Source: an optimization exercise on an open RTL-to-GDS flow (aim: small area, a short achievable clock period and few clock cycles per item). Production flows keep margins and buffers that such runs may drop. Power figures rest on the tool's default switching activity, not on a simulated workload.

== north ==
==> flow/design.v <==
module mul_axil (
  input  logic        Clk,
  input  logic        arst_n,
  input  logic        s_awvalid,
  output logic        s_awready,
  input  logic [7:0]  s_awaddr,
  input  logic        s_wvalid,
  output logic        s_wready,
  input  logic [31:0] s_wdata,
  input  logic [3:0]  s_wstrb,
  output logic        s_bvalid,
  input  logic        s_bready,
  output logic [1:0]  s_bresp,
  input  logic        s_arvalid,
  output logic        s_arready,
  input  logic [7:0]  s_araddr,
  output logic        s_rvalid,
  input  logic        s_rready,
  output logic [31:0] s_rdata,
  output logic [1:0]  s_rresp
);
  logic        bvalid, rvalid;
  logic        bresp_err, rresp_err;
  logic [31:0] rdata;
  logic [15:0] opa, opb;
  logic wr_fire, rd_fire, ctrl_go;
  logic aw_a, aw_b, aw_c;
  assign wr_fire = s_awvalid & s_wvalid & ~bvalid;
  assign rd_fire = s_arvalid & ~rvalid;
  assign aw_a = (s_awaddr == 8'h00);
  assign aw_b = (s_awaddr == 8'h04);
  assign aw_c = (s_awaddr == 8'h08);
  assign ctrl_go = wr_fire & aw_c & s_wstrb[0] & s_wdata[0];
  always_ff @(posedge Clk or negedge arst_n) begin
    if (!arst_n) begin
      opa <= '0;
      opb <= '0;
    end else begin
      if (wr_fire & aw_a & s_wstrb[0]) opa[7:0]  <= s_wdata[7:0];
      if (wr_fire & aw_a & s_wstrb[1]) opa[15:8] <= s_wdata[15:8];
      if (wr_fire & aw_b & s_wstrb[0]) opb[7:0]  <= s_wdata[7:0];
      if (wr_fire & aw_b & s_wstrb[1]) opb[15:8] <= s_wdata[15:8];
    end
  end
  logic        busy;           
  logic [1:0]  cnt;            
  logic [3:0]  dig;            
  logic [15:0] hs, hc;
  logic [3:0]  ps, pc;
  logic [11:0] lo;
  logic        done;
  function automatic logic [39:0] csa(input logic [19:0] x, input logic [19:0] y,
                                      input logic [19:0] z);
    logic [19:0] s, c;
    s = x ^ y ^ z;
    c = ((x & y) | (x & z) | (y & z)) << 1;
    csa = {s, c};
  endfunction
  logic [4:0]  pr;
  logic [19:0] r0, r1, r2, r3, r4, r5;
  logic [19:0] s1, c1, s2, c2, s3, c3, sn, cn;
  assign pr = {1'b0, ps & {4{busy}}} + {1'b0, pc & {4{busy}}};
  assign r0 = {4'h0, hs & {16{busy}}};
  assign r1 = {4'h0, hc & {16{busy}}};
  assign r2 = {4'h0, opb & {16{dig[0]}}};
  assign r3 = {3'h0, opb & {16{dig[1]}}, pr[4]};
  assign r4 = {2'h0, opb & {16{dig[2]}}, 2'h0};
  assign r5 = {1'h0, opb & {16{dig[3]}}, 3'h0};
  assign {s1, c1} = csa(r0, r1, r2);
  assign {s2, c2} = csa(r3, r4, r5);
  assign {s3, c3} = csa(s1, c1, s2);
  assign {sn, cn} = csa(s3, c3, c2);
  always_ff @(posedge Clk or negedge arst_n) begin
    if (!arst_n) begin
      hs   <= '0;
      hc   <= '0;
      ps   <= '0;
      pc   <= '0;
      lo   <= '0;
      cnt  <= '0;
      busy <= 1'b0;
      done <= 1'b0;
    end else begin
      if (ctrl_go | busy) begin
        hs  <= sn[19:4];
        hc  <= cn[19:4];
        ps  <= sn[3:0];
        pc  <= cn[3:0];
        cnt <= cnt + 2'd1;
      end
      if (busy) begin
        lo <= {pr[3:0], lo[11:4]};
      end
      if (ctrl_go) begin
        busy <= 1'b1;
      end else if (cnt == 2'd3) begin
        busy <= 1'b0;
      end
      if (ctrl_go) begin
        done <= 1'b0;
      end else if (busy & (cnt == 2'd1)) begin
        done <= 1'b1;
      end
    end
  end
  always_ff @(posedge Clk) begin
    if (busy) begin
      case (cnt)
        2'd1:    dig <= opa[11:8];
        2'd2:    dig <= opa[15:12];
        default: dig <= opa[3:0];
      endcase
    end else begin
      dig <= ctrl_go ? opa[7:4] : opa[3:0];
    end
  end
  logic [31:0] product;
  assign product = {{hs, ps} + {hc, pc}, lo};
  logic [31:0] rd_nxt;
  logic        rd_err;
  always_comb begin
    rd_nxt = '0;
    rd_err = 1'b0;
    case (s_araddr)
      8'h00:   rd_nxt = {16'h0, opa};
      8'h04:   rd_nxt = {16'h0, opb};
      8'h08:   rd_nxt = '0;
      8'h0C:   rd_nxt = {31'h0, done};
      8'h10:   rd_nxt = product;
      default: rd_err = 1'b1;
    endcase
  end
  always_ff @(posedge Clk or negedge arst_n) begin
    if (!arst_n) begin
      bvalid <= 1'b0;
      rvalid <= 1'b0;
    end else begin
      if (wr_fire)       bvalid <= 1'b1;
      else if (s_bready) bvalid <= 1'b0;
      if (rd_fire)       rvalid <= 1'b1;
      else if (s_rready) rvalid <= 1'b0;
    end
  end
  always_ff @(posedge Clk) begin
    if (!bvalid) bresp_err <= ~(aw_a | aw_b | aw_c);
    if (!rvalid) begin
      rdata     <= rd_nxt;
      rresp_err <= rd_err;
    end
  end
  assign s_awready = ~bvalid;
  assign s_wready  = ~bvalid;
  assign s_bvalid  = bvalid;
  assign s_bresp   = {bresp_err, 1'b0};
  assign s_arready = ~rvalid;
  assign s_rvalid  = rvalid;
  assign s_rdata   = rdata;
  assign s_rresp   = {rresp_err, 1'b0};
endmodule
export LEC_CHECK = 0
export CAP_MARGIN = 20
export CORE_MARGIN = 2
export CORE_UTILIZATION = 60
export SETUP_SLACK_MARGIN = 1.0
export SLEW_MARGIN = 20
create_clock -name core_clock -period 3.2 [get_ports {Clk}]
run.sh (not shown) runs the stock make flow with config.mk's settings and CLKGATE_MAP_FILE= SYNTH_SCRIPT=/design/flow/synth_recipe.tcl, a recipe that flattens the netlist after the stock synthesis.
The inputs of south differ from those of north as listed below.
-- flow/design.v --
<<< north, line 45
  logic        busy;           
  logic [1:0]  cnt;            
  logic [3:0]  dig;            
  logic [15:0] hs, hc;
  logic [3:0]  ps, pc;
>>> south, line 45
  logic        busy;           
  logic [1:0]  cnt;            
  logic [17:0] b3;             
  logic [2:0]  sa, sb;         
  logic [15:0] hs, hc;
  logic [3:0]  ps, pc;
<<< north, line 57
    csa = {s, c};
  endfunction
  logic [4:0]  pr;
  logic [19:0] r0, r1, r2, r3, r4, r5;
  logic [19:0] s1, c1, s2, c2, s3, c3, sn, cn;
  assign pr = {1'b0, ps & {4{busy}}} + {1'b0, pc & {4{busy}}};
  assign r0 = {4'h0, hs & {16{busy}}};
  assign r1 = {4'h0, hc & {16{busy}}};
  assign r2 = {4'h0, opb & {16{dig[0]}}};
  assign r3 = {3'h0, opb & {16{dig[1]}}, pr[4]};
  assign r4 = {2'h0, opb & {16{dig[2]}}, 2'h0};
  assign r5 = {1'h0, opb & {16{dig[3]}}, 3'h0};
  assign {s1, c1} = csa(r0, r1, r2);
  assign {s2, c2} = csa(r3, r4, r5);
  assign {s3, c3} = csa(s1, c1, s2);
  assign {sn, cn} = csa(s3, c3, c2);
  always_ff @(posedge Clk or negedge arst_n) begin
    if (!arst_n) begin
>>> south, line 58
    csa = {s, c};
  endfunction
  function automatic logic [17:0] pp(input logic [2:0] sel, input logic [15:0] b,
                                     input logic [17:0] b3x);
    pp = ({2'b0, b} & {18{sel[0]}}) | ({1'b0, b, 1'b0} & {18{sel[1]}})
       | (b3x & {18{sel[2]}});
  endfunction
  logic [4:0]  pr;
  logic [19:0] r0, r1, r2, r3;
  logic [19:0] s1, c1, sn, cn;
  assign pr = {1'b0, ps & {4{busy}}} + {1'b0, pc & {4{busy}}};
  assign r0 = {4'h0, hs & {16{busy}}};
  assign r1 = {4'h0, hc & {16{busy}}};
  assign r2 = {2'h0, pp(sa, opb, b3)};
  assign r3 = {pp(sb, opb, b3), 1'b0, pr[4]};
  assign {s1, c1} = csa(r0, r1, r2);
  assign {sn, cn} = csa(s1, c1, r3);
  always_ff @(posedge Clk) begin
    b3 <= {1'b0, opb, 1'b0} + {2'b0, opb};
  end
  always_ff @(posedge Clk or negedge arst_n) begin
    if (!arst_n) begin
<<< north, line 104
    end
  end
  always_ff @(posedge Clk) begin
    if (busy) begin
      case (cnt)
        2'd1:    dig <= opa[11:8];
        2'd2:    dig <= opa[15:12];
        default: dig <= opa[3:0];
      endcase
    end else begin
      dig <= ctrl_go ? opa[7:4] : opa[3:0];
    end
  end
  logic [31:0] product;
>>> south, line 109
    end
  end
  logic [3:0] nd;
  always_comb begin
    if (busy) begin
      case (cnt)
        2'd1:    nd = opa[11:8];
        2'd2:    nd = opa[15:12];
        default: nd = opa[3:0];
      endcase
    end else begin
      nd = ctrl_go ? opa[7:4] : opa[3:0];
    end
  end
  always_ff @(posedge Clk) begin
    sa <= {nd[1:0] == 2'd3, nd[1:0] == 2'd2, nd[1:0] == 2'd1};
    sb <= {nd[3:2] == 2'd3, nd[3:2] == 2'd2, nd[3:2] == 2'd1};
  end
  logic [31:0] product;
--- outcome ---
south vs. north: buffer count excluding the clock tree in the final layout now sits higher; wire length after detailed routing now sits higher; average cell area after synthesis now sits lower; number of standard cells in the layout, taps in and fillers out now sits higher. Taking north as the reference, in south number of fillers in the final layout picked up an extra 23, average detailed-routed wire length per instance picked up an extra 20%. south vs. north: first-iteration DRC count up 83%; final-stage net count up about 13%; clock group power up about 26%; highest attainable clock frequency up 3.8%. Setup slack after placement sits lower in south than in north.
No run of this note included a check of the RTL's function; only the layout flow was run.

## what the ideal ports hide
The flow's constraints put no driver on any port. The routed layouts listed below were extracted and timed again, unchanged, in two steps.
Step 1 assumes that a clkbuf_16 drives the clock port and a buf_2 every other input.
Step 2, shift: input delay + t, output delay - t, t = (earliest + latest rising clock arrival at the registers) / 2. This alone moves slack from input paths to output paths.
a / b / c = ideal / step 1 / step 2; a / b = the first two.
| run | shift t [ns] | setup slack, ns | hold WS [ns] | worst register clock-pin slew, ns |
|---|---|---|---|---|
| north | 0.457 | 0.603 / 0.603 / 0.577 | 0.280 / 0.260 / 0.518 | 0.06 / 0.06 |
| south | 0.473 | 0.698 / 0.698 / 0.480 | 0.215 / 0.196 / 0.469 | 0.07 / 0.07 |
After both steps setup and hold are still met in every run listed. For south, which loses most, drivers alone change the setup slack by 0.000 ns; drivers and shift together by -0.218 ns.
